This design comes from an exercise in tuning for small area, a short achievable clock period and few clock cycles per item on the open sky130 flow, not from production work. Function was checked by simulation only, so behaviour that the tests miss may differ from the original. Power is estimated from default activity; no workload was simulated.

== rev 12 ==
## bicubic_window_gen
module bicubic_window_gen
(
   input  wire logic       i_clk,
   input  wire logic       i_rstn,
   input  wire logic       i_s_tvalid,
   input  resizer_pixel_pkg::stream_in_t      i_s_tdata,
   output logic            o_s_tready,
   output logic            o_m_tvalid,
   output resizer_pixel_pkg::window_t         o_m_tdata,
   output logic            o_m_tlast,
   input  wire logic       i_m_tready
);
==> flow/config.mk <==
export PLATFORM = sky130hd
export DESIGN_NAME = bicubic_window_gen
export DESIGN_NICKNAME = bicubic_window_gen
export VERILOG_FILES = /design/flow/design.v
export SDC_FILE = /design/flow/constraint.sdc
export NUM_CORES = 4
export LEC_CHECK = 0
export CAP_MARGIN = 20
export CORE_MARGIN = 6
export CORE_UTILIZATION = 72
export SETUP_SLACK_MARGIN = 3.0
export SLEW_MARGIN = 20
==> flow/constraint.sdc <==
create_clock -name core_clock -period 5.5 [get_ports {i_clk}]
set_input_delay 1.1000 -clock core_clock [delete_from_list [all_inputs] [get_ports {i_clk}]]
set_output_delay 1.1000 -clock core_clock [all_outputs]
set_load 0.01 [all_outputs]
standard.sh (not shown) runs the stock make flow with config.mk's settings and CLKGATE_MAP_FILE= SYNTH_SCRIPT=/design/flow/synth_recipe.tcl, a recipe that flattens the netlist after the stock synthesis.
==> flow/flow/run.sh <==
#!/bin/bash
set -euo pipefail
export BUFFER_PORTS_ARGS="-buffer_cell sky130_fd_sc_hd__buf_1"
export CTS_ARGS="-sink_clustering_enable -repair_clock_nets -dont_use_dummy_load -sink_clustering_size 22 -sink_clustering_max_diameter 100"
bash standard.sh finish > flow_standard.log 2>&1
Testbench counts of rev 12, summed over its fixed seeds: cycles 5,544, windows 5,120.
Input-level comparison between rev 13 and rev 12:
Settings: swapping 72 for 58 in CORE_UTILIZATION; swapping 3.0 for 3.2 in SETUP_SLACK_MARGIN.
### Flow results
Side by side, worst slack on hold paths turned out higher in rev 13 than in rev 12.
In rev 13, the number of antenna violations at the first check in global routing came out 5 below the value in rev 12.
[diff] shortest clock period the worst path allows after layout, rev 13 relative to rev 12: improvement
Cmp rev 12 and rev 13 / switching share of power / higher: rev 12
Run comparison: rev 12 startpoint-to-endpoint class of the critical path flop to flop; rev 13 startpoint-to-endpoint class of the critical path flop to output pin
Rev 12 reports its capture point of the critical path as o_m_tdata[146] while rev 13 reports o_m_tdata[235].
Summary — average vias per placed instance, rev 13 relative to rev 12: lower, by 11%.
Rev 12 → rev 13: setup violation total in the final timing report stayed essentially flat; via count fell by 3.6%; highest clock frequency the design can meet rose by about 3%.
Relative contribution of combinational cells to total power in rev 13 is 0.5 points higher than in rev 12
Of rev 12 and rev 13, the run reporting the lower first-iteration DRC count was rev 13.
Proportion of cell area spent on the clock network: rev 12 vs rev 13, no meaningful difference

## run A
Starting RTL as in the previous note.
==> flow/config.mk <==
export PLATFORM = sky130hd
export DESIGN_NAME = bicubic_window_gen
export DESIGN_NICKNAME = bicubic_window_gen
export VERILOG_FILES = /design/flow/design.v
export SDC_FILE = /design/flow/constraint.sdc
export NUM_CORES = 4
export LEC_CHECK = 0
export CAP_MARGIN = 20
export CORE_MARGIN = 6
export CORE_UTILIZATION = 58
export SETUP_SLACK_MARGIN = 3.0
export SLEW_MARGIN = 20
==> flow/constraint.sdc <==
create_clock -name core_clock -period 5.5 [get_ports {i_clk}]
set_input_delay 1.1000 -clock core_clock [delete_from_list [all_inputs] [get_ports {i_clk}]]
set_output_delay 1.1000 -clock core_clock [all_outputs]
set_load 0.01 [all_outputs]
Scripts as last shown in full above: flow/flow/run.sh
Testbench counts of run A, summed over its fixed seeds: cycles 5,544, windows 5,120.
Here is what was changed in the inputs of run B compared with run A.
Settings: changing CORE_UTILIZATION from 58 to 66.
==> flow/flow/run.sh <==
#!/bin/bash
set -euo pipefail
export BUFFER_PORTS_ARGS="-buffer_cell sky130_fd_sc_hd__buf_1"
export CTS_ARGS="-sink_clustering_enable -repair_clock_nets -dont_use_dummy_load -sink_clustering_size 30 -sink_clustering_max_diameter 70"
bash standard.sh finish > flow_standard.log 2>&1
Findings:
Min routed length on met1 across run B and run A: run B. Compared to run A, run B was floorplanned on a smaller die. Placed cell count in run B is about 3% below run A. Run B against run A: number of global-route vias before repair fell by 129, post-route worst setup slack now larger, final routed wirelength across all metal layers went down 3.4 mm, cell area moved down.
The following lists how run C was set up differently from run B:
Settings: an added TNS_END_PERCENT of 10; a change of CORE_UTILIZATION from 66 to 45; a change of SETUP_SLACK_MARGIN from 3.0 to 3.1.
==> flow/flow/run.sh <==
#!/bin/bash
set -euo pipefail
export BUFFER_PORTS_ARGS="-buffer_cell sky130_fd_sc_hd__buf_1"
export CTS_ARGS="-sink_clustering_enable -repair_clock_nets -dont_use_dummy_load -sink_clustering_size 22 -sink_clustering_max_diameter 100"
bash standard.sh finish > flow_standard.log 2>&1
Results
Run C has clock skew above what run B had. Of run B and run C, the higher final worst-path cycle share belongs to run C. Setup slack (higher): run B. Run C: full flow OK, the timing, DRC and antenna checks passed. The lower logic gate share of total power of run B and run C is in run B. Delta (run C minus run B): clock-buffer cell count rose 17; number of nets with antenna violations after routing saw little to no change; sequential share of layout area went down 2.5 points; share of synthesized cell area in and, or, nand and nor gates held; buffers inserted during post-CTS setup optimization grew by 87%.
#### Input delta (run D over run C)
Settings: removing TNS_END_PERCENT (formerly 10); changing CORE_UTILIZATION from 45 to 58; changing SETUP_SLACK_MARGIN from 3.1 to 3.0.
==> flow/flow/run.sh <==
#!/bin/bash
set -euo pipefail
export BUFFER_PORTS_ARGS="-buffer_cell sky130_fd_sc_hd__buf_1"
export CTS_ARGS="-sink_clustering_enable -repair_clock_nets -dont_use_dummy_load -sink_clustering_size 24"
bash standard.sh finish > flow_standard.log 2>&1
## What came out
- Run comparison: run C type of the setup path with the least slack flip-flop to flip-flop; run D type of the setup path with the least slack flip-flop to output port
- Higher routability congestion estimate among run D and run C: run D
- Taking run C as the reference point, the ratio of final minimum period to clock period of run D falls by 1.1 points.
- In the reports for run D and run C, the larger critical path depth belongs to run C.
- Run D has utilization above what run C had.
- Diff run C -> run D: global-route wire length before repair flat; sequential portion of the cell area down 0.48 points.

[port drivers added, routing unchanged]
No port has a modelled driver above. Below, the same layouts with a new extraction and two added sets of constraints. Step 1: set_driving_cell puts a clkbuf_16 on i_clk and a buf_2 on each other input, an assumption about the parent block. Step 2 also shifts input and output timing later by t, the mid clock arrival at the registers, as if the neighbouring blocks saw the same clock. Three values: no drivers, after step 1, after step 2; two values: the first two.
run	shift t [ns]	slack for setup (ns)	latest minus earliest clock arrival (ns)	worst slew at a driven data input, ns
rev 12	0.706	2.926 / 2.914 / 2.346	0.073 / 0.073	0.11
rev 13	0.720	3.003 / 2.928 / 2.388	0.050 / 0.050	0.07
run A	0.720	2.953 / 2.932 / 2.270	0.046 / 0.045	0.06
run B	0.695	2.978 / 2.923 / 2.351	0.072 / 0.072	0.07
run C	0.704	2.885 / 2.879 / 2.202	0.138 / 0.138	0.11
run D	0.801	2.944 / 2.868 / 2.235	0.067 / 0.067	0.06
After both steps setup and hold are still met in every run listed. The setup slack of run D, which loses most, moves by -0.076 ns with the drivers and by -0.709 ns with both steps.
